Context: an optimization exercise on an open-source flow, tuned for small area. The choices shown serve that exercise and are no tape-out recipe.
Only simulation tests tie the RTL to the original design; equivalence was not proved.
No activity file was given, so power comes from the tool's default toggle rates.

===== flow/run.sh =====
#!/bin/bash
# synth_recipe.tcl (not shown) runs the flow's synth.tcl, then flattens the netlist and writes it again
# the make line also repeats each setting of config.mk as NAME=value (left out here)
make -C /OpenROAD-flow-scripts/flow DESIGN_CONFIG=/design/flow/config.mk WORK_HOME=/design/flow/orfs CLKGATE_MAP_FILE= SYNTH_SCRIPT=/design/flow/synth_recipe.tcl finish

===== flow/design.v =====
package pf_pkg;
    localparam int unsigned ADDR_W = 32;
    localparam int unsigned PAGE_OFFSET_W = 12;
    localparam int unsigned LINE_OFFSET_W = 6;
    localparam int unsigned TAG_W = ADDR_W - PAGE_OFFSET_W;
    localparam int unsigned COUNT_W = 8;
    localparam int unsigned NBLOCKS_RESET = 8;
    typedef logic signed [PAGE_OFFSET_W:0] stride_t;
    typedef enum logic [1:0] {
        TS_INIT,
        TS_STRIDE,
        TS_HIT1,
        TS_HIT2
    } train_state_e;
endpackage
`timescale 1ns/1ps
module stride_prefetcher #(
    parameter int unsigned TABLE_ENTRIES = 8,
    parameter int unsigned FIFO_DEPTH    = 8,
    parameter int unsigned MAX_CREDITS   = 2
) (
    input  logic                       clk_i,
    input  logic                       rst_ni,
    input  logic                       snoop_valid_i,
    input  logic [pf_pkg::ADDR_W-1:0]  snoop_addr_i,
    input  logic                       cfg_valid_i,
    input  logic [pf_pkg::COUNT_W-1:0] cfg_nblocks_i,
    output logic                       req_valid_o,
    output logic [pf_pkg::ADDR_W-1:0]  req_addr_o,
    input  logic                       credit_i
);
    localparam int unsigned NE    = TABLE_ENTRIES;
    localparam int unsigned IDX_W = (NE > 1) ? $clog2(NE) : 1;
    localparam int unsigned VC_W  = $clog2(NE + 1);
    localparam int unsigned ND    = FIFO_DEPTH;
    localparam int unsigned PTR_W = (ND > 1) ? $clog2(ND) : 1;
    localparam int unsigned CNT_W = $clog2(ND + 1);
    localparam int unsigned CRED_W = $clog2(MAX_CREDITS + 1);
    localparam int unsigned TAG_W = pf_pkg::TAG_W;
    localparam int unsigned OFF_W = pf_pkg::PAGE_OFFSET_W;
    localparam int unsigned BASE_W = pf_pkg::ADDR_W - pf_pkg::LINE_OFFSET_W;
    localparam int unsigned NB_W  = pf_pkg::COUNT_W;
    logic [NB_W-1:0] nblocks_q;
    always_ff @(posedge clk_i or negedge rst_ni) begin
        if (!rst_ni) begin
            nblocks_q <= NB_W'(pf_pkg::NBLOCKS_RESET);
        end else if (cfg_valid_i) begin
            nblocks_q <= cfg_nblocks_i;
        end
    end
    logic [VC_W-1:0]  vcnt_q;
    logic [TAG_W-1:0] tag_q [NE];
    logic [OFF_W-1:0] idx_q [NE];
    logic [OFF_W:0]   str_q [NE];
    logic [1:0]       st_q  [NE];
    logic             mru_q [NE][NE];
    logic [TAG_W-1:0] snoop_tag;
    logic [OFF_W-1:0] snoop_idx;
    logic [NE-1:0]    hit_vec;
    logic [NE-1:0]    lru_vec;
    logic [NE-1:0]    free_vec;
    logic [NE-1:0]    sel_vec;
    logic             hit;
    logic             free_found;
    logic [OFF_W-1:0] h_idx;
    logic [OFF_W:0]   h_str;
    logic [1:0]       h_st;
    logic [OFF_W:0]   new_stride;
    logic             stride_match;
    logic [1:0]       new_state;
    logic             emit;
    logic [pf_pkg::ADDR_W-1:0] target_addr;
    assign snoop_tag  = snoop_addr_i[pf_pkg::ADDR_W-1:OFF_W];
    assign snoop_idx  = snoop_addr_i[OFF_W-1:0];
    assign free_found = (vcnt_q != VC_W'(NE));
    always_comb begin
        for (int i = 0; i < NE; i++) begin
            hit_vec[i]  = (VC_W'(i) < vcnt_q) && (tag_q[i] == snoop_tag);
            free_vec[i] = (vcnt_q == VC_W'(i));
            lru_vec[i]  = 1'b1;
            for (int j = 0; j < NE; j++) begin
                if (j < i) lru_vec[i] = lru_vec[i] & mru_q[j][i];
                if (j > i) lru_vec[i] = lru_vec[i] & !mru_q[i][j];
            end
        end
    end
    assign hit     = |hit_vec;
    assign sel_vec = hit ? hit_vec : (free_found ? free_vec : lru_vec);
    always_comb begin
        h_idx = '0;
        h_str = '0;
        h_st  = '0;
        for (int i = 0; i < NE; i++) begin
            h_idx = h_idx | (idx_q[i] & {OFF_W{hit_vec[i]}});
            h_str = h_str | (str_q[i] & {(OFF_W+1){hit_vec[i]}});
            h_st  = h_st  | (st_q[i]  & {2{hit_vec[i]}});
        end
    end
    assign new_stride   = {1'b0, snoop_idx} - {1'b0, h_idx};
    assign stride_match = (new_stride == h_str) && (snoop_idx != h_idx);
    always_comb begin
        if (!hit) begin
            new_state = 2'd0;
        end else if (h_st == 2'd0 || !stride_match) begin
            new_state = 2'd1;
        end else begin
            new_state = h_st + 2'd1;
        end
    end
    assign emit = snoop_valid_i && hit && (h_st == 2'd3) && stride_match;
    assign target_addr = snoop_addr_i
                       + {{(pf_pkg::ADDR_W - OFF_W - 1){new_stride[OFF_W]}}, new_stride};
    always_ff @(posedge clk_i or negedge rst_ni) begin
        if (!rst_ni) begin
            vcnt_q <= '0;
        end else if (snoop_valid_i && !hit && free_found) begin
            vcnt_q <= vcnt_q + 1'b1;
        end
    end
    always_ff @(posedge clk_i) begin
        for (int i = 0; i < NE; i++) begin
            if (snoop_valid_i && sel_vec[i]) begin
                tag_q[i] <= snoop_tag;
                idx_q[i] <= snoop_idx;
                str_q[i] <= new_stride;
                st_q[i]  <= new_state;
            end
            for (int j = i + 1; j < NE; j++) begin
                if (snoop_valid_i && (sel_vec[i] || sel_vec[j])) begin
                    mru_q[i][j] <= sel_vec[i];
                end
            end
        end
    end
    logic [BASE_W-1:0] fb_q [ND];
    logic [OFF_W:0]    fs_q [ND];
    logic [NB_W-1:0]   fn_q [ND];
    logic [PTR_W-1:0]  wptr_q;
    logic [PTR_W-1:0]  rptr_q;
    logic [PTR_W-1:0]  rptr_next;
    logic [CNT_W-1:0]  cnt_q;
    logic              pend_q;
    logic              full;
    logic              pop;
    logic              rd_adv;
    assign full      = (cnt_q == CNT_W'(ND));
    assign rd_adv    = pop || (pend_q && full);
    assign rptr_next = rd_adv ? rptr_q + 1'b1 : rptr_q;
    always_ff @(posedge clk_i or negedge rst_ni) begin
        if (!rst_ni) begin
            wptr_q <= '0;
            rptr_q <= '0;
            cnt_q  <= '0;
            pend_q <= 1'b0;
        end else begin
            pend_q <= emit;
            if (emit) begin
                wptr_q <= wptr_q + 1'b1;
            end
            rptr_q <= rptr_next;
            if (pend_q && !rd_adv) begin
                cnt_q <= cnt_q + 1'b1;
            end else if (rd_adv && !pend_q) begin
                cnt_q <= cnt_q - 1'b1;
            end
        end
    end
    always_ff @(posedge clk_i) begin
        for (int i = 0; i < ND; i++) begin
            if (emit && (wptr_q == PTR_W'(i))) begin
                fb_q[i] <= target_addr[pf_pkg::ADDR_W-1:pf_pkg::LINE_OFFSET_W];
                fs_q[i] <= new_stride;
                fn_q[i] <= nblocks_q;
            end
        end
    end
    logic              busy_q;
    logic              oop_q;
    logic [pf_pkg::ADDR_W-1:0] addr_q;
    logic [OFF_W:0]    stride_q;
    logic [NB_W-1:0]   remain_q;
    logic [CRED_W-1:0] credits_q;
    logic              busy_next;
    logic              last_req;
    logic [OFF_W+1:0]  step;
    assign pop         = !busy_q && (cnt_q != '0);
    assign req_valid_o = busy_q && !oop_q && (credits_q != '0);
    assign req_addr_o  = {addr_q[pf_pkg::ADDR_W-1:pf_pkg::LINE_OFFSET_W], {pf_pkg::LINE_OFFSET_W{1'b0}}};
    assign last_req    = req_valid_o && (remain_q == NB_W'(1));
    assign busy_next   = pop ? (remain_q != '0) : (busy_q && !oop_q && !last_req);
    assign step = {2'b00, addr_q[OFF_W-1:0]} + {stride_q[OFF_W], stride_q};
    always_ff @(posedge clk_i or negedge rst_ni) begin
        if (!rst_ni) begin
            busy_q    <= 1'b0;
            credits_q <= CRED_W'(MAX_CREDITS);
        end else begin
            busy_q    <= busy_next;
            credits_q <= credits_q - CRED_W'(req_valid_o) + CRED_W'(credit_i);
        end
    end
    always_ff @(posedge clk_i) begin
        if (!busy_next) begin
            addr_q   <= {fb_q[rptr_next], {pf_pkg::LINE_OFFSET_W{1'b0}}};
            stride_q <= fs_q[rptr_next];
            remain_q <= fn_q[rptr_next];
            oop_q    <= 1'b0;
        end else if (req_valid_o) begin
            addr_q[OFF_W-1:0] <= step[OFF_W-1:0];
            remain_q          <= remain_q - 1'b1;
            oop_q             <= |step[OFF_W+1:OFF_W];
        end
    end
endmodule

===== flow/config.mk =====
export PLATFORM = sky130hd
export DESIGN_NAME = stride_prefetcher
export DESIGN_NICKNAME = stride_prefetcher
export VERILOG_FILES = /design/flow/design.v
export SDC_FILE = /design/flow/constraint.sdc
export NUM_CORES = 4
export LEC_CHECK = 0
export CAP_MARGIN = 20
export CORE_MARGIN = 2
export CORE_UTILIZATION = 40
export SLEW_MARGIN = 20

===== flow/constraint.sdc =====
create_clock -name core_clock -period 10.0 [get_ports {clk_i}]
set_input_delay 2.0000 -clock core_clock [delete_from_list [all_inputs] [get_ports {clk_i}]]
set_output_delay 2.0000 -clock core_clock [all_outputs]
set_load 0.01 [all_outputs]

==> results list, run 1 <==
- Entering global routing, the biggest net connects 63 pins.
- Once detailed placement completed, the half-perimeter wirelength came to 58000 microns.
- Clock input transition at the sequential cells of the worst setup and hold paths: 60 ps
* Die height: 305 microns
* Top_reg_cell synth: edfxtp_1
- Hold WC Path Type: flop to flop
- Root Buffer Master: clkbuf_16
- Fraction of synthesis flops using an asynchronous set or reset pin: 0.0302
* Final cell count without fillers: 3862
* Leakage power total: 13.9 nW
- Portion of the post-synthesis area used by sequential elements: 0.709
* Number of synthesized flops with an enable pin: ~830
- In the synthesized netlist, the number of instances is about 2500.
- Across all hold checks on the routed design, the worst slack comes to 458 ps.
* Outcome: timing/DRC/antenna clean
- Pwr/cell area: 199 mW/mm^2
* Layout cell share with drive strength beyond 1: 0.112
- At the pin with the least slew margin, the transition time is 1220 ps.
* Cts bufs inserted: 92
- FF+latch count, synth: between 800 and 900
- Clock Tree Buf Depth: 3
- Compound-gate portion of the synthesized area: 0.0929
- Post-synthesis share of cell area spent on xor and xnor gates: 0.0541
* Hold Buf Count CTS: 0
- For the worst setup path, the data arrival time is between 9000 and 10000 ps.
- Antenna violations before repair: 0
- After detailed routing, the total wire length is 93100 microns.
- The core region is 0.0897 sq mm.
* Total via count after detailed routing: 21700
* Die Area: 0.0928 sq mm
* Number of I/O pins: 78
* Share of synthesized area spent on multiplexers: 0.00803
* Max-slew violations: 0
- The worst register-to-register path ends at fb_q[4][25]$_DFFE_PP_.
* Post-synth cell types: 86
- # placed instances: 3699
- Setup total negative slack on the finished layout was measured at 0 ps.
* Total of fill cells in the finished design: 7811
- Of all nets on the critical path, the largest fanout is 15.
- Antenna viol nets, final: 0
- Worst EP required: about 10000 ps
- In the routed layout, each cell is associated on average with a via count of 5.61.
- In the final routed layout, each cell accounts on average for 24.1 microns.
* Site row count: 110
- Relative slew slack: 0.178
* Grt met3 use: 0.0313
* Post-synthesis average cell area: between 10 and 15 sq um
- Routing usage on met2: 0.330
* Hold Violations, Final: 0
- Setup clock skew after layout: 27.5 ps
* Worst-Skew Late Latency: between 600 and 700 ps
- The via count of the first global-routing pass is 21800.
- TritonCTS built the clock tree.
- GR Util All Layers: 0.198
- Crit path kind: primary input to flop
- Leftover overflow at the end of global routing: 0
* Synth Warn #: 9
- The worst hold path begins at addr_q[2]$_SDFFE_PP0P_.
- The worst setup path is launched from a primary input.
- Dividing the final minimum period by the clock period gives 0.891.
- Number of buffers added on ports: 71
- The multi-input combinational cells in the finished layout cover a total of slightly below 0.01 sq mm.
* Highest ir drop seen on vdd: about 0.00016 V
- Synthesized-area fraction occupied by and/or/nand/nor cells: 0.0832
- Global-route wire length before repair: 139000 microns
- After detailed routing, the number of remaining DRC violations is 0.
* Layout-stage area growth over the synthesis result: 14.8%
- The H-tree was split into 3 levels.
- The worst hold path terminates at addr_q[2]$_SDFFE_PP0P_.
- N_diodes: 0
* Footprint of the flip-flops and latches: 0.0256 sq mm
* Total standard cell area after synthesis: 0.0361 sq mm
- met2 is the most crowded layer.
- Launch point of the worst path: snoop_addr_i[30]
* RSZ-0062 raised after global routing: false
* Met1 GRT Util: 0.266
* Count of maximum capacitance violations: 0
- Number of sinks driven by the clock tree: 860
- Post-route minimum period: 8910 ps
- Cell count of the worst hold path: 2
* Final Net Count: about 2700
- In this run, post-CTS repair resized a total of 0 instances.
- R2r startpoint: vcnt_q[3]$_DFFE_PN0P_
* Initial drt markers: 2070
- Of the total synthesized cell area, the portion taken by full adders, half adders and majority gates is 0.0273.
- R2R setup slack: 2680 ps
- STA classifies the critical path endpoint as a flop.
- Routability-driven placement finished with a final weighted congestion of 0.878.
- The floorplan step set the die width to 305 microns.
* Buffer count from post-CTS setup fixing: 0
- After synthesis, the largest family of logic cells by area is compound AO/OA/AOI/OAI gates.
- Starting Density: 0.403
* Top achievable clock speed: roughly 110 MHz
- Number of search-and-repair iterations in the first detailed-routing pass: 5
- Setup violations remaining at the end of the flow were counted as 0.
* Depth of the worst register-to-register path: 24
## Yosys cell counts, types with 39 or more instances
cell / n / area [sq um]
nand4_1: 44 / 275
clkbuf_1: 70 / 263
buf_4: 39 / 293
nor2_1: 75 / 282
inv_1: 46 / 173
a22o_1: 50 / 438
a21oi_1: 189 / 946
edfxtp_1: 827 / 24800
a22oi_1: 56 / 420
nand2_1: 236 / 886
o21ai_0: 50 / 250
xnor2_1: 138 / 1210
ha_1: 74 / 926
nand3_1: 69 / 345
xor2_1: 85 / 744
## metrics by stage
stage / utilization / power (mW) / instance area, sq um / worst slack, ps
detailed placement: 0.431 / 5.13 / 38700 / 524
CTS: 0.462 / 8.31 / 41500 / 1160
global route: 0.462 / 8.52 / 41500 / 618
floorplan: - / 4.80 / 36200 / -876
global placement: 0.431 / 5.12 / 38700 / 709
finish: 0.462 / 8.25 / 41500 / 1090
## cell families (layout without fill, tap and decap cells)
family                   Yosys count  count (layout)
AO/OA/AOI/OAI                    506             506
adder cells (fa/ha/maj)           77              77
multiplexers                      21              21
flip-flops                       860             860
other                              1               6
AND/OR/NAND/NOR                  600             600
buffers and inverters            193             393
XOR/XNOR                         223             223
## power breakdown
group	switching [mW]	internal (mW)	leakage (nW)
Clock	1.37	1.81	1.35
Sequential	0.0888	4.25	7.92
Combinational	0.511	0.210	4.65
Total	1.97	6.28	13.9
## placed cells by master, fill, tap and decap left out, drive strengths merged, types with 55 or more instances in the layout
master	synthesis	final
a21oi	189	189
a22oi	56	56
buf	68	104
clkbuf	70	124
clkdlybuf4s50	0	71
edfxtp	827	827
ha	74	74
inv	54	55
nand2	240	240
nand3	69	69
nor2	75	75
o21ai	56	56
xnor2	138	138
xor2	85	85
## worst max path at each step
stage	slack, ps	cells past startpoint	endpoint
global placement	710	26	fb_q[2][24]$_DFFE_PP_
detailed placement	520	26	fb_q[7][25]$_DFFE_PP_
floorplan	-880	25	fb_q[3][0]$_DFFE_PP_
global route	620	27	fb_q[5][25]$_DFFE_PP_
CTS	1160	26	fb_q[4][25]$_DFFE_PP_
finish	1090	27	fb_q[4][25]$_DFFE_PP_
## cell type report
class | count | share of cell area
clock inverters | 39 | 0.00694
repair buffers | 175 | 0.0375
flip-flops and latches | 860 | 0.618
inverters | 55 | 0.00501
well taps | 1176 | 0.0355
clock buffers | 124 | 0.0607
multi-input cells | 1433 | 0.236
## registers in the layout, indices dropped and copies added, names as in the netlist, 28 cells and up
signal  flops
fn_q       64
fb_q      208
str_q     104
fs_q      104
addr_q     32
mru_q      28
idx_q      96
tag_q     160
## per-layer routing
metal	routed length, microns	part of all wire	vias up
met1	40000	0.43	11000
met3	5890	0.063	162
met5	0	0	-
met2	44700	0.48	713
met4	2520	0.027	0
li1	-	-	9759
## critical path: stages
cell,delay [ps]
clkdlybuf4s50_1,730
buf_4,330
xor2_1,160
nor4_1,590
nand2_1,210
nor3_2,290
buf_4,300
a22o_1,160
a221oi_1,40
and3_1,200
fa_1,410
a21oi_1,190
o21a_1,160
o21ai_0,110
and2_1,170
a221o_1,460
inv_1,120
buf_4,210
ha_1,300
o21ai_0,200
nand2b_1,90
a41oi_1,440
o21ai_1,220
a211oi_1,350
a21oi_1,170
a311oi_1,350
xnor2_1,300
==> run 2, diff against run 1 <==
--- a/flow/config.mk
+++ b/flow/config.mk
@@ -8,4 +8,6 @@
 export CAP_MARGIN = 20
 export CORE_MARGIN = 2
 export CORE_UTILIZATION = 40
+export CTS_CLUSTER_DIAMETER = 70
+export CTS_CLUSTER_SIZE = 36
 export SLEW_MARGIN = 20
==> run 2 against run 1 <==
- still clean
- worst setup slack better by 31 ps
- clock skew up 22 ps
- clock-buffer cell count down 77
- critical path depth unchanged
- largest power group unchanged
==> results list, run 2 <==
- Leftover overflow at the end of global routing: 0 (unchanged)
- Post-synth cell types: 86 (unchanged)
* Ranking of synthesized cells by instance count: edfxtp_1 (827), nand2_1 (236), a21oi_1 (189) (unchanged)
- The die extent in x was 305 microns (unchanged).
- Number of buffers added on ports: 71 (unchanged)
- The antenna diode count came to 0 (unchanged).
* Cell count of the worst hold path: 2 (unchanged)
* Total of fill cells in the finished design: 7890 (was 7811)
* Top achievable clock speed: 113 MHz (was 112 MHz)
* Switching Share: 0.268 (was 0.239)
- The type of destination of the critical path is a flop (unchanged).
* Total standard cell area after synthesis: 0.0361 sq mm (unchanged)
* Outcome: timing/DRC/antenna clean (unchanged)
* Commonest non-fill, non-tap cells in the layout: edfxtp_1 (827), nand2_1 (235), a21oi_1 (189) (unchanged)
* Antenna violations before repair: 0 (unchanged)
- The sum of routed wire length over all layers came to 91600 microns (was 93100 microns).
- Top-area cell type share of the netlist area: 0.687 (unchanged)
- The site row count came to 110 (unchanged).
* Fraction of power consumed by sequential logic: 0.582 (was 0.526)
* Final period util: 0.888 (was 0.891)
- Worst-Skew Late Latency: 650 ps (about the same)
- The cell type contributing the most total cell area after synthesis is edfxtp_1 (unchanged).
- Final number of setup-violating endpoints: 0 (unchanged)
- The routed wire length per instance is 24.2 microns (was 24.1 microns).
* Post-synthesis average cell area: 14.6 sq um (unchanged)
- RSZ-0062 raised after global routing: false (unchanged)
* Core Footprint: 0.0897 sq mm (unchanged)
- Layout-stage area growth over the synthesis result: 12.0% (was 14.8%)
- Transition time at the pin with the least slew margin: 1150 ps (was 1220 ps)
- The gate count after technology mapping was 2481 (unchanged).
- Clock input transition at the sequential cells of the worst setup and hold paths: 110 ps (was 60 ps)
- Internal power contribution: 5.45 mW (was 6.28 mW)
* Root Buffer Master: clkbuf_16 (unchanged)
- Relative slew slack: 0.230 (was 0.178)
- The share of total power in the clock network came to 0.321 (was 0.386).
- The count of maximum capacitance violations was 0 (unchanged).
* Final Net Count: 2694 (was 2739)
- Hold Violations, Final: 0 (unchanged)
* Worst EP required: 10350 ps (was 10370 ps)
- Registers with the most flip-flops: fb_q (208), tag_q (160) (unchanged).
- Cts bufs inserted: 47 (was 92)
- Main area contributors after synthesis: edfxtp_1 (69%), xnor2_1 (3.3%), a21oi_1 (2.6%) (unchanged)
- Portion of the post-synthesis area used by sequential elements: 0.709 (unchanged)
- Pin count of the biggest net entering global routing: 63 (unchanged)
* Nature of the critical path startpoint: primary input (unchanged)
- The register area was 0.0256 sq mm (unchanged).
- The total number of vias is 21400 (was 21700).
- The count of flip-flops with a built-in enable after synthesis came to 827 (unchanged).
* Number of resized instances in the post-cts repair step: 0 (unchanged)
* Via count normalized by instance count: 5.65 (was 5.61)
- Highest ir drop seen on vdd: 0.000148 V (was 0.000161 V)
- Crit path kind: primary input to flop (unchanged)
- Fraction of synthesis flops using an asynchronous set or reset pin: 0.0302 (unchanged)
- The count of cells along the worst register-to-register path is 24 (unchanged).
- The flip-flop count of the largest register after layout was 208 (unchanged).
- Leakage power total: 13.4 nW (was 13.9 nW)
* FF+latch count, synth: 860 (unchanged)
- The number of routed nets with antenna violations is 0 (unchanged).
* Max-slew violations: 0 (unchanged)
* TritonCTS clock tree: built (unchanged)
* Pwr/cell area: 184 mW/mm^2 (was 199 mW/mm^2)
- Area of combinational cells with multiple inputs: 0.00980 sq mm (unchanged)
- Hold Buf Count CTS: 0 (unchanged)
- The maximum level of the CTS H-tree is 2 (was 3).
- Number of sinks driven by the clock tree: 860 (unchanged)
- The worst min-delay path category is flop to flop (unchanged).
- The post-CTS setup buffer count is 0 (unchanged).
- The proportion of power drawn by combinational gates came to 0.097 (was 0.087).
- The most common cell in the synthesized netlist is edfxtp_1 (unchanged).
- Number of I/O pins: 78 (unchanged)
- Switching component of the power: 1.99 mW (was 1.97 mW)
- The register with the most flip-flops was fb_q (unchanged).
- The detailed placer's ending HPWL was 58000 microns (unchanged).
* Most common cell after layout, fill and taps aside: edfxtp_1 (unchanged)
- The starting density of the core is 0.403 (unchanged).
- The first-pass detailed-route iteration total was 5 (unchanged).
- The die outline height came to 305 microns (unchanged).
- The DRC violation count after routing was 0 (unchanged).
- Die Area: 0.0928 sq mm (unchanged)
- Setup clock skew after layout: 49.5 ps (was 27.5 ps)
- The largest fanout on the critical path was 15 (unchanged).
- Synth Warn #: 9 (unchanged)
- The final-layout setup total negative slack was 0 ps (unchanged).
- GR Util All Layers: 0.194 (was 0.198)
* Post-route minimum period: 8880 ps (was 8910 ps)
* Top_reg_cell synth: edfxtp_1 (unchanged)
- The arrival time at the worst endpoint came to 9230 ps (was 9290 ps).
* Overall Power: 7.45 mW (was 8.25 mW)
- The deepest clock path buffer count came to 3 (unchanged).
- Layout cell share with drive strength beyond 1: 0.102 (was 0.112)
- Gp weighted congestion: 0.878 (unchanged)
- The initial detailed-routing violation count was 2012 (was 2070).
- Global-route wire length before repair: 137000 microns (was 139000 microns)
* Via count of the first global-routing pass: 21200 (was 21800)
run 2: changes by cell type in the layout (fill, tap and decap cells not counted), sizes merged:
| cell | before | now |
|---|---|---|
| clkinvlp | 4 | 0 |
| bufinv | 2 | 0 |
| clkinv | 33 | 20 |
| clkbuf | 124 | 47 |
| inv | 55 | 73 |
run 2: layer usage:
layer	track usage	wire length (microns)
met1	0.267	39800
met2	0.333	45300
met3	0.0223	5110
met4	0.0366	1450
met5	0	0
run 2: power groups by stage:
stage               Combinational (mW)  Clock [mW]  Sequential, mW
CTS                              0.722        2.44            4.33
global placement                 0.704           0            4.41
floorplan                        0.421           0            4.38
detailed placement               0.719           0            4.42
global route                     0.779        2.56            4.35
finish                           0.721        2.39            4.33
run 2: worst paths after layout:
| path | end | start | slack [ps] |
|---|---|---|---|
| hold reg to reg | addr_q[2]$_SDFFE_PP0P_ | addr_q[2]$_SDFFE_PP0P_ | 460 |
| setup / recovery | fb_q[3][25]$_DFFE_PP_ | snoop_addr_i[30] | 1120 |
| setup reg to reg | fb_q[3][25]$_DFFE_PP_ | vcnt_q[3]$_DFFE_PN0P_ | 2710 |
| max in group asynchronous | credits_q[1]$_DFF_PN1_ | rst_ni | 7850 |
| min in group asynchronous | cnt_q[2]$_DFFE_PN0P_ | rst_ni | 1780 |
| hold / removal | addr_q[2]$_SDFFE_PP0P_ | addr_q[2]$_SDFFE_PP0P_ | 460 |
run 2: logic make-up (layout without fill, tap and decap cells):
kind of cell,after synthesis,in the layout,share of synthesized area
AO/OA/AOI/OAI,506,506,0.0929
XOR/XNOR,223,223,0.0541
adder cells (fa/ha/maj),77,77,0.0273
buffers and inverters,193,315,0.0251
flip-flops,860,860,0.709
multiplexers,21,21,0.00803
other,1,6,0.000104
AND/OR/NAND/NOR,600,600,0.0832
run 2: through the flow:
stage / utilization / area (sq um) / hold WS (ps) / instances / setup slack, ps
after detailed placement: 0.431 / 38700 / 451 / 3699 / 524
after global placement: 0.431 / 38700 / 442 / 3699 / 709
final: 0.451 / 40500 / 464 / 3784 / 1120
after floorplan: - / 36200 / 436 / 2486 / -876
after CTS: 0.451 / 40500 / 466 / 3784 / 1160
after global routing: 0.451 / 40500 / 482 / 3784 / 617
run 2: critical path, stage by stage:
cell             delay [ps]
clkdlybuf4s50_1         730
buf_4                   330
xor2_1                  160
nor4_1                  600
nand2_1                 220
nor3_2                  270
buf_4                   300
a22o_1                  160
a221oi_1                 40
and3_1                  200
fa_1                    410
a21oi_1                 200
o21a_1                  160
o21ai_0                 110
and2_1                  170
a221o_1                 450
inv_1                   110
buf_4                   210
ha_1                    300
o21ai_0                 200
nand2b_1                 90
a41oi_1                 440
o21ai_1                 220
a211oi_1                340
a21oi_1                 160
a311oi_1                330
xnor2_1                 310
run 2: area by class of cell:
class,count,share of cell area
inverter,55,0.00513
clock inverter,38,0.0159
multi-input combinational,1433,0.242
clock buffer,47,0.0291
timing repair buffer,175,0.0384
tap,1176,0.0363
sequential,860,0.633
==> run 3, diff against run 2 <==
--- a/flow/config.mk
+++ b/flow/config.mk
@@ -8,6 +8,6 @@
 export CAP_MARGIN = 20
 export CORE_MARGIN = 2
 export CORE_UTILIZATION = 40
-export CTS_CLUSTER_DIAMETER = 70
-export CTS_CLUSTER_SIZE = 36
+export CTS_CLUSTER_DIAMETER = 100
+export CTS_CLUSTER_SIZE = 30
 export SLEW_MARGIN = 20
==> run 3 against run 2 <==
- synthesized cell count unchanged
- global-route usage about the same
- sequential power about the same
- area after synthesis unchanged
- core utilization decreased by 0.79 points
- die area unchanged
==> results list, run 3 <==
* Internal power contribution: 5.22 mW (was 5.45 mW)
- Clock Tree Buf Depth: 3 (unchanged)
- Switching component of the power: 1.70 mW (was 1.99 mW)
- The capture instance of the worst register-to-register path is fb_q[4][25]$_DFFE_PP_ (was fb_q[3][25]$_DFFE_PP_).
- The via count of the first global-routing pass was 21100 (was 21200).
- The final weighted congestion in routability-driven placement was 0.878 (unchanged).
* Hold Buf Count CTS: 0 (unchanged)
- The global-route wire length before repair was 137000 microns (about the same).
* Initial drt markers: 2254 (was 2012)
- Site row count: 110 (unchanged)
- The post-cts sizing count is 0 (unchanged).
- The count of cells along the worst register-to-register path was 24 (unchanged).
* Number of remaining DRC errors: 0 (unchanged)
- Fraction of power consumed by sequential logic: 0.626 (was 0.582)
- Registers with the most flip-flops: fb_q (208), tag_q (160) (unchanged)
- Number of sinks driven by the clock tree: 860 (unchanged)
* Top achievable clock speed: 112 MHz (was 113 MHz)
- Relative slew slack: 0.243 (was 0.230)
- The antenna diode count is 0 (unchanged).
- Buffer count from post-CTS setup fixing: 0 (unchanged)
- R2r startpoint: vcnt_q[3]$_DFFE_PN0P_ (unchanged)
- The number of failing setup endpoints in the final timing report was 0 (unchanged).
- Worst Hold End: addr_q[2]$_SDFFE_PP0P_ (unchanged)
- The final-layout setup total negative slack is 0 ps (unchanged).
- The TritonCTS clock tree is built (unchanged).
- The cell type contributing the most total cell area after synthesis is edfxtp_1 (unchanged).
- Number of buffers added on ports: 71 (unchanged)
- Most instantiated library cell after synthesis: edfxtp_1 (unchanged)
* Die height: 305 microns (unchanged)
* Switching Share: 0.246 (was 0.268)
- The worst endpoint required time is 10330 ps (was 10350 ps).
- The proportion of power drawn by combinational gates was 0.104 (was 0.097).
- Relative contribution of the clock network to total power: 0.269 (was 0.321)
- The most common cell after layout, fill and taps aside was edfxtp_1 (unchanged).
- Total via count after detailed routing: 21300 (was 21400)
- The worst hold path stage count came to 2 (unchanged).
- The worst min-delay path category is flop to flop (unchanged).
* Register ranked first by flip-flop count: fb_q (unchanged)
- Number of search-and-repair iterations in the first detailed-routing pass: 5 (unchanged)
- The synthesized area per cell was 14.6 sq um (unchanged).
- Final wirelength: 91400 microns (was 91600 microns)
- The total of warnings raised by yosys came to 9 (unchanged).
* Leftover overflow at the end of global routing: 0 (unchanged)
* Count of maximum capacitance violations: 0 (unchanged)
* Dpl hpwl: 58000 microns (unchanged)
* Layout cell share with drive strength beyond 1: 0.0871 (was 0.102)
- The starting density of the core was 0.403 (unchanged).
- The clock latency reported for the late side of the worst-skew pair came to 610 ps (was 650 ps).
- The top cell type's share of synthesized area was 0.687 (unchanged).
- Clock input transition at the sequential cells of the worst setup and hold paths: 110 ps (about the same)
* Total standard cell area after synthesis: 0.0361 sq mm (unchanged)
* Hold Violations, Final: 0 (unchanged)
- The total clock buffers created by CTS is 36 (was 47).
- The fraction of synthesis flops using an asynchronous set or reset pin came to 0.0302 (unchanged).
- The leakage component of the power is 13.1 nW (was 13.4 nW).
- The via density per instance was 5.67 (was 5.65).
* Nature of the critical path startpoint: primary input (unchanged)
* Number of synthesized flops with an enable pin: 827 (unchanged)
* Max FO, Critical Path: 15 (unchanged)
* Area of combinational cells with multiple inputs: 0.00980 sq mm (unchanged)
* Pwr/cell area: 174 mW/mm^2 (was 184 mW/mm^2)
- Root Buffer Master: clkbuf_16 (unchanged)
* Main area contributors after synthesis: edfxtp_1 (69%), xnor2_1 (3.3%), a21oi_1 (2.6%) (unchanged)
- The routed wire length per instance came to 24.3 microns (was 24.2 microns).
* Capturing element type of the critical path: flop (unchanged)
- Core Footprint: 0.0897 sq mm (unchanged)
- The maximum level of the CTS H-tree came to 2 (unchanged).
* FF+latch count, synth: 860 (unchanged)
- The prevailing post-synth register cell is edfxtp_1 (unchanged).
* Max-slew violations: 0 (unchanged)
- The final critical path time including I/O delays and setup came to 8910 ps (was 8880 ps).
* R2R setup slack: 2690 ps (was 2710 ps)
* Portion of the post-synthesis area used by sequential elements: 0.709 (unchanged)
- Highest ir drop seen on vdd: 0.000132 V (was 0.000148 V)
- RSZ-0062 raised after global routing: false (unchanged)
- Critical hold path startpoint: addr_q[2]$_SDFFE_PP0P_ (unchanged)
* Outcome: timing/DRC/antenna clean (unchanged)
- The final clock period utilization by the worst path came to 0.891 (was 0.888).
- The overall power consumption came to 6.92 mW (was 7.45 mW).
- The maximum number of pins on one net before global-route repair came to 63 (unchanged).
- Arrival time reported for the critical path endpoint: 9250 ps (was 9230 ps)
- Number of I/O pins: 78 (unchanged)
* GR Util All Layers: 0.193 (was 0.194)
* Post-Synthesis Cells: 2481 (unchanged)
- The count of unique library cells instantiated by Yosys was 86 (unchanged).
- The area growth from synthesis to layout is 10.1% (was 12.0%).
* Final Net Count: 2683 (was 2694)
* Flip-flop count of the largest register, all copies and words added: 208 (unchanged)
- Antenna violations before repair: 0 (unchanged)
* Footprint of the flip-flops and latches: 0.0256 sq mm (unchanged)
- Transition time at the pin with the least slew margin: 1130 ps (was 1150 ps)
- The largest clock skew in the final design is 40.9 ps (was 49.5 ps).
- Ranking of synthesized cells by instance count: edfxtp_1 (827), nand2_1 (236), a21oi_1 (189) (unchanged).
* Commonest non-fill, non-tap cells in the layout: edfxtp_1 (827), nand2_1 (235), a21oi_1 (189) (unchanged)
- The critical setup path kind is primary input to flop (unchanged).
* Total of fill cells in the finished design: 7952 (was 7890)
* Antenna viol nets, final: 0 (unchanged)
- The die extent in x came to 305 microns (unchanged).
- Die Area: 0.0928 sq mm (unchanged)
run 3: cell count changes in the layout (fill, tap and decap cells not counted), moves of 4 or more:
| cell | previous run | this run |
|---|---|---|
| clkbuf_16 | 47 | 37 |
| inv_8 | 5 | 0 |
| clkbuf_1 | 0 | 14 |
| inv_12 | 7 | 0 |
| clkinv_16 | 6 | 1 |
| clkinv_8 | 9 | 0 |
| inv_16 | 5 | 1 |
run 3: per-layer routing:
metal,up-vias,share of wire,global-route usage
met3,94,0.056,0.0195
met5,-,0,0
met1,10900,0.43,0.268
met2,712,0.49,0.333
li1,9581,-,-
met4,0,0.016,0.0356
run 3: worst max-delay path by stage:
| stage | start | end | depth (start not counted) |
|---|---|---|---|
| final | snoop_addr_i[29] | fb_q[4][25]$_DFFE_PP_ | 26 |
| after global routing | snoop_addr_i[30] | fb_q[3][25]$_DFFE_PP_ | 27 |
| after CTS | snoop_addr_i[29] | fb_q[4][25]$_DFFE_PP_ | 26 |
| after detailed placement | snoop_addr_i[29] | fb_q[7][25]$_DFFE_PP_ | 26 |
| after global placement | snoop_addr_i[30] | fb_q[2][24]$_DFFE_PP_ | 26 |
| after floorplan | snoop_addr_i[30] | fb_q[3][0]$_DFFE_PP_ | 25 |
run 3: power groups by stage:
stage	sequential [mW]	combinational [mW]	clock (mW)
floorplan	4.38	0.421	0
global placement	4.41	0.704	0
detailed placement	4.42	0.719	0
CTS	4.33	0.722	1.90
global route	4.35	0.778	2.02
finish	4.33	0.721	1.86
run 3: stage by stage:
step                hold slack [ps]  instance area [sq um]  setup WS (ps)  utilization  cells
detailed placement              451                  38700            524        0.431   3699
finish                          466                  39800           1090        0.443   3758
CTS                             467                  39800           1130        0.443   3758
floorplan                       436                  36200           -876            -   2486
global route                    483                  39800            593        0.443   3758
global placement                442                  38700            709        0.431   3699
run 3: cell type report:
| class | count | area share |
|---|---|---|
| multi-input combinational | 1433 | 0.246 |
| timing repair buffer | 175 | 0.0391 |
| inverter | 55 | 0.00522 |
| tap | 1176 | 0.0370 |
| clock inverter | 8 | 0.00343 |
| sequential | 860 | 0.644 |
| clock buffer | 51 | 0.0246 |
run 3: cell families (layout without fill, tap and decap cells):
family,count (synthesis),count (layout),synth area share
flops,860,860,0.709
simple gates,600,600,0.0832
fa+ha+maj,77,77,0.0273
mux,21,21,0.00803
buf+inv,193,289,0.0251
xor+xnor,223,223,0.0541
compound gates,506,506,0.0929
other cells,1,6,0.000104
run 3: critical path, stage by stage:
cell and delay, ps:
clkdlybuf4s50_1 820, xor2_1 330, nor4_1 650, nand2_1 210, nor3_2 270, buf_4 300
a22o_1 160, a221oi_1 40, and3_1 210, fa_1 420, a21oi_1 220, o21a_1 160
o21ai_0 110, and2_1 170, a221o_1 450, inv_1 110, buf_4 210, ha_1 300
o21ai_0 200, nand2b_1 90, a41oi_1 440, o21ai_1 220, a211oi_1 340, a21oi_1 160
a311oi_1 330, xnor2_1 290
==> run 4, diff against run 3 <==
--- a/flow/design.v
+++ b/flow/design.v
@@ -70,6 +70,7 @@
     logic [1:0]       new_state;
     logic             emit;
     logic [pf_pkg::ADDR_W-1:0] target_addr;
+    logic [OFF_W+1:0] sum2;
     assign snoop_tag  = snoop_addr_i[pf_pkg::ADDR_W-1:OFF_W];
     assign snoop_idx  = snoop_addr_i[OFF_W-1:0];
     assign free_found = (vcnt_q != VC_W'(NE));
@@ -97,7 +98,8 @@
         end
     end
     assign new_stride   = {1'b0, snoop_idx} - {1'b0, h_idx};
-    assign stride_match = (new_stride == h_str) && (snoop_idx != h_idx);
+    assign stride_match = ({1'b0, snoop_idx} == h_str) && (snoop_idx != h_idx);
+    assign sum2         = {1'b0, snoop_idx, 1'b0} - {2'b00, h_idx};
     always_comb begin
         if (!hit) begin
             new_state = 2'd0;
@@ -108,8 +110,19 @@
         end
     end
     assign emit = snoop_valid_i && hit && (h_st == 2'd3) && stride_match;
-    assign target_addr = snoop_addr_i
-                       + {{(pf_pkg::ADDR_W - OFF_W - 1){new_stride[OFF_W]}}, new_stride};
+    always_comb begin
+        logic up, down, c_inc, c_dec;
+        up    = !sum2[OFF_W+1] && sum2[OFF_W];
+        down  = sum2[OFF_W+1];
+        c_inc = 1'b1;
+        c_dec = 1'b1;
+        for (int b = 0; b < TAG_W; b++) begin
+            target_addr[OFF_W+b] = snoop_tag[b] ^ ((up && c_inc) || (down && c_dec));
+            c_inc = c_inc && snoop_tag[b];
+            c_dec = c_dec && !snoop_tag[b];
+        end
+        target_addr[OFF_W-1:0] = sum2[OFF_W-1:0];
+    end
     always_ff @(posedge clk_i or negedge rst_ni) begin
         if (!rst_ni) begin
             vcnt_q <= '0;
@@ -122,7 +135,7 @@
             if (snoop_valid_i && sel_vec[i]) begin
                 tag_q[i] <= snoop_tag;
                 idx_q[i] <= snoop_idx;
-                str_q[i] <= new_stride;
+                str_q[i] <= sum2[OFF_W:0];
                 st_q[i]  <= new_state;
             end
             for (int j = i + 1; j < NE; j++) begin
@@ -136,8 +149,8 @@
     logic [OFF_W:0]    fs_q [ND];
     logic [NB_W-1:0]   fn_q [ND];
     logic [PTR_W-1:0]  wptr_q;
-    logic [PTR_W-1:0]  rptr_q;
-    logic [PTR_W-1:0]  rptr_next;
+    logic [ND-1:0]     rptr_q;      
+    logic [ND-1:0]     rptr_next;
     logic [CNT_W-1:0]  cnt_q;
     logic              pend_q;
     logic              full;
@@ -145,11 +158,11 @@
     logic              rd_adv;
     assign full      = (cnt_q == CNT_W'(ND));
     assign rd_adv    = pop || (pend_q && full);
-    assign rptr_next = rd_adv ? rptr_q + 1'b1 : rptr_q;
+    assign rptr_next = rd_adv ? {rptr_q[ND-2:0], rptr_q[ND-1]} : rptr_q;
     always_ff @(posedge clk_i or negedge rst_ni) begin
         if (!rst_ni) begin
             wptr_q <= '0;
-            rptr_q <= '0;
+            rptr_q <= ND'(1);
             cnt_q  <= '0;
             pend_q <= 1'b0;
         end else begin
@@ -198,11 +211,24 @@
             credits_q <= credits_q - CRED_W'(req_valid_o) + CRED_W'(credit_i);
         end
     end
+    logic [BASE_W-1:0] head_b;
+    logic [OFF_W:0]    head_s;
+    logic [NB_W-1:0]   head_n;
+    always_comb begin
+        head_b = '0;
+        head_s = '0;
+        head_n = '0;
+        for (int i = 0; i < ND; i++) begin
+            head_b = head_b | (fb_q[i] & {BASE_W{rptr_next[i]}});
+            head_s = head_s | (fs_q[i] & {(OFF_W+1){rptr_next[i]}});
+            head_n = head_n | (fn_q[i] & {NB_W{rptr_next[i]}});
+        end
+    end
     always_ff @(posedge clk_i) begin
         if (!busy_next) begin
-            addr_q   <= {fb_q[rptr_next], {pf_pkg::LINE_OFFSET_W{1'b0}}};
-            stride_q <= fs_q[rptr_next];
-            remain_q <= fn_q[rptr_next];
+            addr_q   <= {head_b, {pf_pkg::LINE_OFFSET_W{1'b0}}};
+            stride_q <= head_s;
+            remain_q <= head_n;
             oop_q    <= 1'b0;
         end else if (req_valid_o) begin
             addr_q[OFF_W-1:0] <= step[OFF_W-1:0];
--- a/flow/config.mk
+++ b/flow/config.mk
@@ -8,6 +8,6 @@
 export CAP_MARGIN = 20
 export CORE_MARGIN = 2
 export CORE_UTILIZATION = 40
-export CTS_CLUSTER_DIAMETER = 100
-export CTS_CLUSTER_SIZE = 30
+export CTS_CLUSTER_DIAMETER = 80
+export CTS_CLUSTER_SIZE = 24
 export SLEW_MARGIN = 20
==> run 4 against run 3 <==
- sequential power fell by 0.9%
- clock skew grew 14 ps
- register-to-register slack improved by 460 ps
==> results list, run 4 <==
* Outcome: timing/DRC/antenna clean (unchanged)
- Post-synthesis average cell area: 15.8 sq um (was 14.6 sq um)
- The routed wire length per instance was 25.4 microns (was 24.3 microns).
* Delay of the slowest cell on the worst path: 1020 ps (was 820 ps)
* RSZ-0062 raised after global routing: false (unchanged)
- The most common cell in the synthesized netlist is edfxtp_1 (unchanged).
- Clock Tree Buf Depth: 3 (unchanged)
* Top achievable clock speed: 119 MHz (was 112 MHz)
* Antenna violations before repair: 1 (was 0)
* Number of buffers added on ports: 71 (unchanged)
- Register ranked first by flip-flop count: fb_q (unchanged)
* Via count normalized by instance count: 5.76 (was 5.67)
- The most common cell after layout, fill and taps aside is edfxtp_1 (unchanged).
- Combinational power share: 0.078 (was 0.104)
- TritonCTS clock tree: built (unchanged)
- Post-placement worst setup slack: 1080 ps (was 524 ps)
- Worst EP required: 10290 ps (was 10330 ps)
- Flip-flop count of the largest register, all copies and words added: 208 (unchanged)
- The die outline area is 0.0913 sq mm (was 0.0928 sq mm).
* Relative slew slack: 0.249 (was 0.243)
- Core Footprint: 0.0882 sq mm (was 0.0897 sq mm)
- Hold Violations, Final: 0 (unchanged)
- The sum of routed wire length over all layers came to 89500 microns (was 91400 microns).
* Post-route minimum period: 8380 ps (was 8910 ps)
- The post-route worst setup slack came to 1620 ps (was 1090 ps).
- The power density over the cells came to 177 mW/mm^2 (was 174 mW/mm^2).
* Nature of the critical path startpoint: primary input (unchanged)
- The filler cell count is 7688 (was 7952).
* Top-area cell type share of the netlist area: 0.699 (was 0.687)
- The maximum number of pins on one net before global-route repair is 49 (was 63).
- Number of remaining DRC errors: 0 (unchanged)
- Worst path slowest cell: clkdlybuf4s50_1 (unchanged)
- Worst-Skew Late Latency: 640 ps (was 610 ps)
* Max-slew violations: 0 (unchanged)
- The root cell of the clock tree is clkbuf_16 (unchanged).
* Final number of setup-violating endpoints: 0 (unchanged)
* Number of resized instances in the post-cts repair step: 0 (unchanged)
- The initial detailed-routing violation count was 2262 (was 2254).
- The post-CTS setup buffer count was 0 (unchanged).
- The count of maximum capacitance violations was 0 (unchanged).
- Total via count after detailed routing: 20300 (was 21300)
- The fraction of synthesis flops using an asynchronous set or reset pin is 0.0358 (was 0.0302).
* Post-layout utilization of the core: 0.443 (about the same)
* Antenna viol nets, final: 0 (unchanged)
* Starting Density: 0.403 (about the same)
- Registers with the most flip-flops: fb_q (208), tag_q (160) (unchanged)
* Post-Synthesis Cells: 2255 (was 2481)
- The share of synthesized area occupied by flip-flops and latches is 0.725 (was 0.709).
* Gp weighted congestion: 0.893 (was 0.878)
- Synth Warn #: 9 (unchanged)
- The type of destination of the critical path was a flop (unchanged).
- The power dissipated by switching net loads came to 1.62 mW (was 1.70 mW).
* Post-synth cell types: 80 (was 86)
- The count of hold-fix buffers inserted at cts is 0 (unchanged).
* Number of search-and-repair iterations in the first detailed-routing pass: 5 (unchanged)
* Commonest non-fill, non-tap cells in the layout: edfxtp_1 (827), a22oi_1 (195), xnor2_1 (139) (was edfxtp_1 (827), nand2_1 (235), a21oi_1 (189))
- Crit-path most repeated cell: xnor2_1
- The die extent in x was 302 microns (was 305 microns).
- The net count reported at finish came to 2432 (was 2683).
- The clock edge transition at the registers on the reported setup and hold paths was 90 ps (was 110 ps).
- Layout-stage area growth over the synthesis result: 10.0% (was 10.1%)
- The critical path goes through clkdlybuf4s50_1 -> xnor2_1 -> nand4_1 -> nor4_1 -> buf_4 -> and2_1 -> a2111o_1 -> nor2_1 -> xnor2_1 -> ha_1 -> a21o_1 -> a21o_1 -> and3_1 -> o41ai_1 -> a211o_1 -> o211ai_1 -> a211o_1 -> inv_2 -> and2_4 -> and2_1 -> a2bb2oi_1 -> xnor2_1.
- Footprint of the flip-flops and latches: 0.0258 sq mm (was 0.0256 sq mm)
- The multi-input logic area was 0.00888 sq mm (was 0.00980 sq mm).
- The fraction of final layout cells sized beyond drive strength 1 was 0.0925 (was 0.0871).
- Highest ir drop seen on vdd: 0.000150 V (was 0.000132 V)
- Internal power contribution: 5.29 mW (was 5.22 mW)
- The clock sink count is 865 (was 860).
- The via count of the first global-routing pass is 20400 (was 21100).
- Arrival time reported for the critical path endpoint: 8670 ps (was 9250 ps)
* Accumulated negative setup slack: 0 ps (unchanged)
- Switching Share: 0.235 (was 0.246)
* Number of synthesized flops with an enable pin: 827 (unchanged)
- Transition time at the pin with the least slew margin: 1130 ps (about the same)
- Die height: 302 microns (was 305 microns)
* Leakage power total: 12.7 nW (was 13.1 nW)
- Main area contributors after synthesis: edfxtp_1 (70%), a22oi_1 (4.1%), xnor2_1 (3.5%) (was edfxtp_1 (69%), xnor2_1 (3.3%), a21oi_1 (2.6%)).
- GR Util All Layers: 0.194 (was 0.193)
* Cts bufs inserted: 45 (was 36)
* Number of I/O pins: 78 (unchanged)
- The maximum level of the CTS H-tree was 2 (unchanged).
* Max FO, Critical Path: 16 (was 15)
- The detailed placer's ending HPWL was 57000 microns (was 58000 microns).
- Global-route wire length before repair: 132000 microns (was 137000 microns)
* Hold WC Path Type: flop to flop (unchanged)
- Fraction of power consumed by sequential logic: 0.620 (was 0.626)
- Final period util: 0.838 (was 0.891)
- R2R setup slack: 3150 ps (was 2690 ps)
- Crit path kind: primary input to flop (unchanged)
- The prevailing post-synth register cell is edfxtp_1 (unchanged).
- Leftover overflow at the end of global routing: 0 (unchanged)
- The largest clock skew in the final design came to 54.4 ps (was 40.9 ps).
- Total standard cell area after synthesis: 0.0355 sq mm (was 0.0361 sq mm)
- Cell type with the highest aggregate area in the netlist: edfxtp_1 (unchanged)
* Ranking of synthesized cells by instance count: edfxtp_1 (827), a22oi_1 (195), xnor2_1 (141) (was edfxtp_1 (827), nand2_1 (236), a21oi_1 (189))
- The site row count is 109 (was 110).
- The share of total power in the clock network came to 0.302 (was 0.269).
* FF+latch count, synth: 865 (was 860)
[run 4: cell count changes in the layout (fill, tap and decap cells not counted), sizes merged, moves of 9 or more]
cell	before	now
a21o	10	22
nor2	75	52
clkbuf	51	60
a22oi	56	195
a21oi	189	38
nand2	240	97
a211oi	18	4
o21ai	56	31
buf	104	89
nand4	44	65
a221oi	35	45
ha	74	53
[run 4: path summary, 6_finish.rpt]
| check | startpoint | endpoint | cells after the start |
|---|---|---|---|
| min in group asynchronous | rst_ni | vcnt_q[0]$_DFFE_PN0P_ | 1 |
| max | snoop_addr_i[13] | fb_q[4][20]$_DFFE_PP_ | 22 |
| min reg2reg | addr_q[5]$_SDFFE_PP0P_ | addr_q[5]$_SDFFE_PP0P_ | 2 |
| min | addr_q[5]$_SDFFE_PP0P_ | addr_q[5]$_SDFFE_PP0P_ | 2 |
| max reg2reg | vcnt_q[1]$_DFFE_PN0P_ | fb_q[4][20]$_DFFE_PP_ | 22 |
| max in group asynchronous | rst_ni | rptr_q[5]$_DFF_PN0_ | 1 |
[run 4: power by group through the flow]
| stage | logic (mW) | clock network (mW) | registers, mW |
|---|---|---|---|
| 2_1_floorplan | 0.332 | 0 | 4.33 |
| 3_3_place_gp | 0.525 | 0 | 4.37 |
| 3_5_place_dp | 0.537 | 0 | 4.37 |
| 4_1_cts | 0.537 | 2.13 | 4.29 |
| 5_1_grt | 0.585 | 2.26 | 4.31 |
| 6_report | 0.538 | 2.09 | 4.29 |
[run 4: cell type report]
| cell class | instances | area share |
|---|---|---|
| Sequential cell | 865 | 0.658 |
| Multi-Input combinational cell | 1212 | 0.227 |
| Tap cell | 1165 | 0.0373 |
| Timing Repair Buffer | 159 | 0.0365 |
| Clock buffer | 60 | 0.0316 |
| Inverter | 49 | 0.00470 |
| Clock inverter | 13 | 0.00438 |
| Antenna cell | 1 | 0.0000640 |
[run 4: cell families (layout without fill, tap and decap cells)]
logic type,Yosys count,in the layout,share of synthesized area
simple gates,444,444,0.0680
mux,21,21,0.00658
fa+ha+maj,56,56,0.0201
other cells,1,7,0.000106
xor+xnor,234,234,0.0577
buf+inv,183,281,0.0274
compound gates,451,451,0.0956
flops,865,865,0.725
[run 4: through the flow]
step           std cells  hold WS (ps)  power (mW)  instance area (sq um)
2_1_floorplan       2260           436        4.66                  35600
3_3_place_gp        3450           449        4.89                  37700
3_5_place_dp        3450           454        4.91                  37700
4_1_cts             3523           467        6.96                  39100
5_1_grt             3524           476        7.15                  39100
6_report            3524           465        6.92                  39100
[run 4: per-layer routing]
layer | share of wire | vias to the layer above | track usage
met3 | 0.060 | 98 | 0.0228
met4 | 0.018 | 0 | 0.0436
li1 | - | 8977 | -
met5 | 0 | - | 0
met1 | 0.44 | 10500 | 0.274
met2 | 0.49 | 770 | 0.324
[run 4: worst max-delay path, delay by kind of cell]
family | cells | cell delay, ps
simple gates | 7 | 2040
compound gates | 8 | 1940
fa+ha+maj | 1 | 200
xor+xnor | 3 | 1030
buf+inv | 3 | 1420
==> run 5, diff against run 4 <==
--- a/flow/config.mk
+++ b/flow/config.mk
@@ -8,6 +8,6 @@
 export CAP_MARGIN = 20
 export CORE_MARGIN = 2
 export CORE_UTILIZATION = 40
-export CTS_CLUSTER_DIAMETER = 80
-export CTS_CLUSTER_SIZE = 24
+export CTS_CLUSTER_DIAMETER = 100
+export CTS_CLUSTER_SIZE = 30
 export SLEW_MARGIN = 20
==> run 5 against run 4 <==
- still clean on timing, DRC and antenna
- sequential share of layout area increased by 0.63 points
- power fell by 4.4%
- register-to-register slack lost 50 ps
- area after synthesis stayed put
- critical endpoint unchanged
==> results list, run 5 <==
* Outcome: timing/DRC/antenna clean (unchanged)
- Post-synthesis average cell area: 15.8 sq um (unchanged)
* Transition time at the pin with the least slew margin: 1110 ps (was 1130 ps)
- The number of routed nets with antenna violations came to 0 (unchanged).
- Registers with the most flip-flops: fb_q (208), tag_q (160) (unchanged)
- The die extent in x is 302 microns (unchanged).
- The global-route usage over all layers was 0.193 (was 0.194).
* Nature of the critical path startpoint: primary input (unchanged)
- The count of flip-flops with a built-in enable after synthesis came to 827 (unchanged).
- The worst min-delay path category was flop to flop (unchanged).
- The initial antenna violation count came to 1 (unchanged).
- Gp weighted congestion: 0.893 (unchanged)
- The startpoint of the worst register-to-register path is vcnt_q[1]$_DFFE_PN0P_ (unchanged).
- Worst Hold End: addr_q[5]$_SDFFE_PP0P_ (unchanged)
- Max FO, Critical Path: 16 (unchanged)
* Cell area after placement: 0.0377 sq mm (unchanged)
- Accumulated negative setup slack: 0 ps (unchanged)
- Post-Synthesis Cells: 2255 (unchanged)
* Hold Buf Count CTS: 0 (unchanged)
* Layout cell share with drive strength beyond 1: 0.0851 (was 0.0925)
- Total buffers and inverters traversed by the critical path: 3 (unchanged)
- TritonCTS clock tree: built (unchanged)
* Post-synthesis share of cell area spent on xor and xnor gates: 0.0577 (unchanged)
- The final standard cell utilization of the core is 0.439 (was 0.443).
- The die outline height was 302 microns (unchanged).
- Commonest non-fill, non-tap cells in the layout: edfxtp_1 (827), a22oi_1 (195), xnor2_1 (139) (unchanged).
- Post-route minimum period: 8420 ps (was 8380 ps)
- Hold Violations, Final: 0 (unchanged)
* Delay of the slowest cell on the worst path: 1000 ps (was 1020 ps)
* Most common cell after layout, fill and taps aside: edfxtp_1 (unchanged)
- Most instantiated library cell after synthesis: edfxtp_1 (unchanged)
* Dpl hpwl: 57000 microns (unchanged)
- The cell repeated most along the worst path is xnor2_1 (unchanged).
* Register ranked first by flip-flop count: fb_q (unchanged)
- Max-slew violations: 0 (unchanged)
- RSZ-0062 raised after global routing: false (unchanged).
* Critical Path, Cell by Cell: clkdlybuf4s50_1 -> xnor2_1 -> nand4_1 -> nor4_1 -> buf_4 -> and2_1 -> a2111o_1 -> nor2_1 -> xnor2_1 -> ha_1 -> a21o_1 -> a21o_1 -> and3_1 -> o41ai_1 -> a211o_1 -> o211ai_1 -> a211o_1 -> inv_2 -> and2_4 -> and2_1 -> a2bb2oi_1 -> xnor2_1 (unchanged)
- The mux share of post-synthesis cell area was 0.00658 (unchanged).
- Pin count of the biggest net entering global routing: 49 (unchanged)
- The worst hold path stage count was 2 (unchanged).
* Worst-Skew Late Latency: 610 ps (was 640 ps)
- Via count normalized by instance count: 5.77 (was 5.76)
* Arrival time reported for the critical path endpoint: 8680 ps (was 8670 ps)
* Family with the most delay on the worst path: simple AND/OR/NAND/NOR gates (unchanged)
- The share of synthesized area occupied by flip-flops and latches came to 0.725 (unchanged).
* Pwr/cell area: 171 mW/mm^2 (was 177 mW/mm^2)
- Global-route wire length before repair: 132000 microns (about the same)
- Number of resized instances in the post-cts repair step: 0 (unchanged)
* Final number of setup-violating endpoints: 0 (unchanged)
- Final period util: 0.842 (was 0.838)
- Number of buffers added on ports: 71 (unchanged)
* Final Net Count: 2422 (was 2432)
- Highest ir drop seen on vdd: 0.000124 V (was 0.000150 V)
- Flip-flop count of the largest register, all copies and words added: 208 (unchanged)
* Worst path slowest cell: clkdlybuf4s50_1 (unchanged)
- The global-route congestion overflow total came to 0 (unchanged).
- The first-pass detailed-route iteration total was 6 (was 5).
- The initial detailed-routing violation count came to 2046 (was 2262).
- The share of the synthesized area in compound gates (AO/OA/AOI/OAI) was 0.0956 (unchanged).
- Site row count: 109 (unchanged)
- The top cell type's share of synthesized area was 0.699 (unchanged).
- The post-CTS setup buffer count is 0 (unchanged).
- Largest family of logic cells by synthesized area: compound AO/OA/AOI/OAI gates (unchanged)
* Ranking of synthesized cells by instance count: edfxtp_1 (827), a22oi_1 (195), xnor2_1 (141) (unchanged)
- The total clock buffers created by CTS was 35 (was 45).
- Total via count after detailed routing: 20200 (was 20300)
* Arithmetic-cell share of the synthesized area counting full adders, half adders and majority gates: 0.0201 (unchanged)
- Depth of the worst register-to-register path: 22 (unchanged)
- Worst EP required: 10260 ps (was 10290 ps)
- The timing-limited maximum frequency was 119 MHz (about the same).
- Post-synth cell types: 80 (unchanged)
- Max H-tree Level: 2 (unchanged)
- Main area contributors after synthesis: edfxtp_1 (70%), a22oi_1 (4.1%), xnor2_1 (3.5%) (unchanged)
* Via count of the first global-routing pass: 20200 (was 20400)
- The total of warnings raised by yosys came to 9 (unchanged).
- Root Buffer Master: clkbuf_16 (unchanged)
- Critical hold path startpoint: addr_q[5]$_SDFFE_PP0P_ (unchanged)
- The cell type contributing the most total cell area after synthesis is edfxtp_1 (unchanged).
- The summed area of non-filler cells in the final layout came to 0.0387 sq mm (was 0.0391 sq mm).
* Overall Power: 6.61 mW (was 6.92 mW)
* Number of sinks driven by the clock tree: 865 (unchanged)
- Clock Tree Buf Depth: 3 (unchanged)
- Layout-stage area growth over the synthesis result: 9.00% (was 10.0%)
* Capturing element type of the critical path: flop (unchanged)
- Number of remaining DRC errors: 0 (unchanged)
- Synthesized-area fraction occupied by and/or/nand/nor cells: 0.0680 (unchanged)
- The fraction of synthesis flops using an asynchronous set or reset pin is 0.0358 (unchanged).
* FF+latch count, synth: 865 (unchanged)
- The starting density of the core came to 0.403 (unchanged).
- The count of maximum capacitance violations was 0 (unchanged).
* Top_reg_cell synth: edfxtp_1 (unchanged)
- R2r endpoint: fb_q[4][20]$_DFFE_PP_ (unchanged)
- The die outline area came to 0.0913 sq mm (unchanged).
- Relative slew slack: 0.256 (was 0.249)
* WHS: 469 ps (was 465 ps)
- The largest clock skew in the final design was 33.9 ps (was 54.4 ps).
- The setup slack of the worst register-to-register path was 3100 ps (was 3150 ps).
- Final wirelength: 89200 microns (was 89500 microns)
* Leakage power total: 12.5 nW (was 12.7 nW)
- Clock input transition at the sequential cells of the worst setup and hold paths: 110 ps (was 90 ps)
- Crit path kind: primary input to flop (unchanged)
- The combined area of all synthesized cells was 0.0355 sq mm (unchanged).
- The routed wire length per instance is 25.5 microns (was 25.4 microns).
- The area of the core came to 0.0882 sq mm (unchanged).
- The I/O pin count came to 78 (unchanged).
run 5: per-stage QoR:
step           setup slack [ps]  std cells
2_1_floorplan              2850       2260
3_3_place_gp               1220       3450
3_5_place_dp               1080       3450
4_1_cts                    1700       3504
5_1_grt                    1100       3505
6_report                   1580       3505
run 5: how the worst max path moves through the flow:
stage	cells past startpoint	endpoint	start
3_5_place_dp	22	fb_q[1][19]$_DFFE_PP_	snoop_addr_i[13]
3_3_place_gp	21	fb_q[5][19]$_DFFE_PP_	snoop_addr_i[22]
6_report	22	fb_q[4][20]$_DFFE_PP_	snoop_addr_i[13]
4_1_cts	22	fb_q[1][19]$_DFFE_PP_	snoop_addr_i[13]
2_1_floorplan	21	fb_q[4][0]$_DFFE_PP_	snoop_addr_i[26]
5_1_grt	22	fb_q[1][18]$_DFFE_PP_	snoop_addr_i[13]
run 5: logic make-up (layout without fill, tap and decap cells):
group | after synthesis | count (layout)
AO/OA/AOI/OAI | 451 | 451
multiplexers | 21 | 21
flip-flops | 865 | 865
other | 1 | 7
adder cells (fa/ha/maj) | 56 | 56
buffers and inverters | 183 | 262
AND/OR/NAND/NOR | 444 | 444
XOR/XNOR | 234 | 234
run 5: cell type report:
cell class,instances,area (sq um)
diodes,1,2.50
clock buffers,48,967
fillers,7733,49500
clock inverters,6,71.3
well taps,1165,1460
inverters,49,184
multi-input cells,1212,8880
repair buffers,159,1430
flip-flops and latches,865,25800
run 5: worst min-delay path: stages, from the launching register on:
cell and delay (ps):
dfxtp_1 330, nand2_1 50, a21oi_1 50
run 5: report_power, final:
part,internal (mW),switching [mW]
logic,0.153,0.385
registers,4.20,0.0933
clock network,0.722,1.06
run 5: layer usage:
| layer | share of wire | wire length (microns) | track usage |
|---|---|---|---|
| met1 | 0.44 | 38900 | 0.273 |
| met3 | 0.061 | 5480 | 0.0204 |
| met5 | 0 | 0 | 0 |
| met4 | 0.017 | 1520 | 0.0396 |
| met2 | 0.49 | 43400 | 0.325 |
==> run 6, diff against run 5 <==
==> flow/flow/run.sh (new file) <==
#!/bin/bash
# Standard layout, with the port buffers made from the smallest buffer cell.
set -euo pipefail
export BUFFER_PORTS_ARGS="-buffer_cell sky130_fd_sc_hd__buf_1"
bash standard.sh > standard.log 2>&1
==> flow/standard.sh (new file) <==
#!/bin/bash
# synth_recipe.tcl (not shown) runs the flow's synth.tcl, then flattens the netlist and writes it again
# the make line also repeats each setting of config.mk as NAME=value (left out here)
make -C /OpenROAD-flow-scripts/flow DESIGN_CONFIG=/design/flow/config.mk WORK_HOME=/design/flow/orfs CLKGATE_MAP_FILE= SYNTH_SCRIPT=/design/flow/synth_recipe.tcl "${@:-finish}"
--- a/flow/config.mk
+++ b/flow/config.mk
@@ -7,7 +7,7 @@
 export LEC_CHECK = 0
 export CAP_MARGIN = 20
 export CORE_MARGIN = 2
-export CORE_UTILIZATION = 40
+export CORE_UTILIZATION = 60
 export CTS_CLUSTER_DIAMETER = 100
 export CTS_CLUSTER_SIZE = 30
 export SLEW_MARGIN = 20
removed: flow/run.sh
==> run 6 against run 5 <==
- design area shrank 2.7%
- clock-buffer cell count grew 2
- flip-flop and latch count is the same
- sequential power is essentially flat
- synthesized cell count is the same
- global-route usage grew 8.5 points
- clock power is essentially flat
- area after synthesis is the same
- worst hold slack gained 6.2 ps
- combinational power shrank 2%
- sequential share of layout area grew 1.9 points
- largest cell class unchanged
- highest routed layer is now met5
==> results list, run 6 <==
- Outcome: timing/DRC/antenna clean (unchanged).
- The initial detailed-routing violation count is 1924 (was 2046).
- The detailed placer's ending HPWL is 51900 microns (was 57000 microns).
- Relative slew slack: 0.177 (was 0.256)
- The routed wire length per instance came to 27.1 microns (was 25.5 microns).
- The die outline height is 247 microns (was 302 microns).
- The count of flip-flops with a built-in enable after synthesis is 827 (unchanged).
- Layout cell share with drive strength beyond 1: 0.0811 (was 0.0851)
- The arrival time at the worst endpoint was 8320 ps (was 8680 ps).
* Commonest non-fill, non-tap cells in the layout: edfxtp_1 (827), a22oi_1 (195), xnor2_1 (140) (was edfxtp_1 (827), a22oi_1 (195), xnor2_1 (139))
- The power density over the cells was 175 mW/mm^2 (was 171 mW/mm^2).
- The number of pins exceeding their max-slew limit in the final report was 0 (unchanged).
- The maximum level of the CTS H-tree is 2 (unchanged).
* Fraction of synthesis flops using an asynchronous set or reset pin: 0.0358 (unchanged)
* Overall Power: 6.60 mW (was 6.61 mW)
- Delay of the slowest cell on the worst path: 750 ps (was 1000 ps)
- The final standard cell utilization of the core came to 0.641 (was 0.439).
- Total buffers and inverters traversed by the critical path: 3 (unchanged)
- Portion of the post-synthesis area used by sequential elements: 0.725 (unchanged)
- Final period util: 0.799 (was 0.842)
- The post-CTS setup buffer count is 0 (unchanged).
* Worst-Skew Late Latency: 600 ps (was 610 ps)
- The largest voltage drop on the vdd net was 0.000136 V (was 0.000124 V).
- The most common cell in the synthesized netlist is edfxtp_1 (unchanged).
- The TritonCTS clock tree was built (unchanged).
* Post-Synthesis Cells: 2255 (unchanged)
- Worst EP required: 10330 ps (was 10260 ps)
- The total of warnings raised by yosys was 9 (unchanged).
- The area growth from synthesis to layout came to 6.05% (was 9.00%).
* Finished layout cell area: 0.0377 sq mm (was 0.0387 sq mm)
- The critical path's top delay family is simple AND/OR/NAND/NOR gates (unchanged).
- The number of routed nets with antenna violations was 0 (unchanged).
- The instance area after placement was 0.0366 sq mm (was 0.0377 sq mm).
- Max FO, Critical Path: 13 (was 16)
* Leakage power total: 12.3 nW (was 12.5 nW)
* GR Util All Layers: 0.278 (was 0.193)
- The root cell of the clock tree was clkbuf_16 (unchanged).
* Main area contributors after synthesis: edfxtp_1 (70%), a22oi_1 (4.1%), xnor2_1 (3.5%) (unchanged)
- The die outline area was 0.0612 sq mm (was 0.0913 sq mm).
- Number of sinks driven by the clock tree: 865 (unchanged)
- The total clock buffers created by CTS is 36 (was 35).
* Final Net Count: 2410 (was 2422)
- Total via count after detailed routing: 19900 (was 20200)
- The type of element launching the critical path is a primary input (unchanged).
- Most common cell after layout, fill and taps aside: edfxtp_1 (unchanged)
- Accumulated negative setup slack: 0 ps (unchanged)
- The count of maximum capacitance violations is 0 (unchanged).
- Crit path kind: primary input to flop (unchanged)
- The register area is 0.0258 sq mm (unchanged).
run 6: cell counts after synthesis:
No cell type changed its count.
run 6: cell type report:
| class | instances | area share |
|---|---|---|
| Sequential cell | 865 | 0.683 |
| Clock buffer | 50 | 0.0259 |
| Tap cell | 773 | 0.0257 |
| Timing Repair Buffer | 146 | 0.0223 |
| Antenna cell | 1 | 0.0000664 |
| Inverter | 49 | 0.00488 |
| Multi-Input combinational cell | 1212 | 0.235 |
| Clock inverter | 9 | 0.00262 |
run 6: per-layer routing:
layer,routed length [microns],vias to the layer above
met5,13,-
met4,2170,2
met3,4700,115
met2,41900,684
met1,35400,10200
li1,-,8916
run 6: cells by family (layout without fill, tap and decap cells):
group | count (synthesis) | count (layout) | synth area share
buf+inv | 183 | 254 | 0.0274
compound gates | 451 | 451 | 0.0956
fa+ha+maj | 56 | 56 | 0.0201
other cells | 1 | 7 | 0.000106
simple gates | 444 | 444 | 0.0680
xor+xnor | 234 | 234 | 0.0577
flops | 865 | 865 | 0.725
mux | 21 | 21 | 0.00658
run 6: worst paths after layout:
check	start	to	cells past startpoint
min reg2reg	addr_q[0]$_SDFFE_PP0P_	addr_q[0]$_SDFFE_PP0P_	2
min in group asynchronous	rst_ni	nblocks_q[5]$_DFFE_PN0P_	1
min	addr_q[0]$_SDFFE_PP0P_	addr_q[0]$_SDFFE_PP0P_	2
max in group asynchronous	rst_ni	credits_q[0]$_DFF_PN0_	1
max	snoop_addr_i[26]	fb_q[5][18]$_DFFE_PP_	22
max reg2reg	vcnt_q[1]$_DFFE_PN0P_	fb_q[5][18]$_DFFE_PP_	22
run 6: where the power goes:
| part | internal (mW) | leakage [nW] | switching [mW] | total [mW] |
|---|---|---|---|---|
| Clock | 0.714 | 0.519 | 1.08 | 1.79 |
| Sequential | 4.20 | 8.05 | 0.0835 | 4.28 |
| Combinational | 0.144 | 3.71 | 0.384 | 0.528 |
run 6: worst register-to-register path: stages, from the launching register on:
cell and delay [ps]:
dfrtp_1 480, inv_1 170, ha_1 330, nor2b_1 140, o21ai_0 90, nor4_2 790
and3_1 750, a22o_1 230, a221oi_1 50, and3_1 230, ha_1 340, a21o_1 180
a21o_1 180, and3_1 180, o41ai_1 430, a211o_1 200, o211ai_1 90, a211o_1 360
inv_2 160, and2_4 220, nand2_1 170, o21ai_0 250, xor2_1 470

==> afterwards: timing with drivers on the ports <==
No port has a modelled driver above. Below, the same layouts with a new extraction and two added sets of constraints.
Step 1: set_driving_cell puts a clkbuf_16 on clk_i and a buf_2 on each other input, an assumption about the parent block.
Step 2 times the ports against the registers' clock, not the clock port: input delays grow and output delays shrink by t, the midpoint of the rising clock arrivals with the driver on.
a / b / c = ideal ports / drivers / drivers and shift; a / b = the first two.
run	shift t [ns]	setup WS [ns]
run 1	0.700	1.088 / 1.129 / 0.429
run 2	0.685	1.119 / 1.158 / 0.473
run 3	0.649	1.086 / 1.118 / 0.469
run 4	0.677	1.622 / 1.663 / 0.986
run 5	0.654	1.582 / 1.623 / 0.969
run 6	0.649	2.012 / 2.046 / 1.397
After both steps every run listed still meets setup and hold.
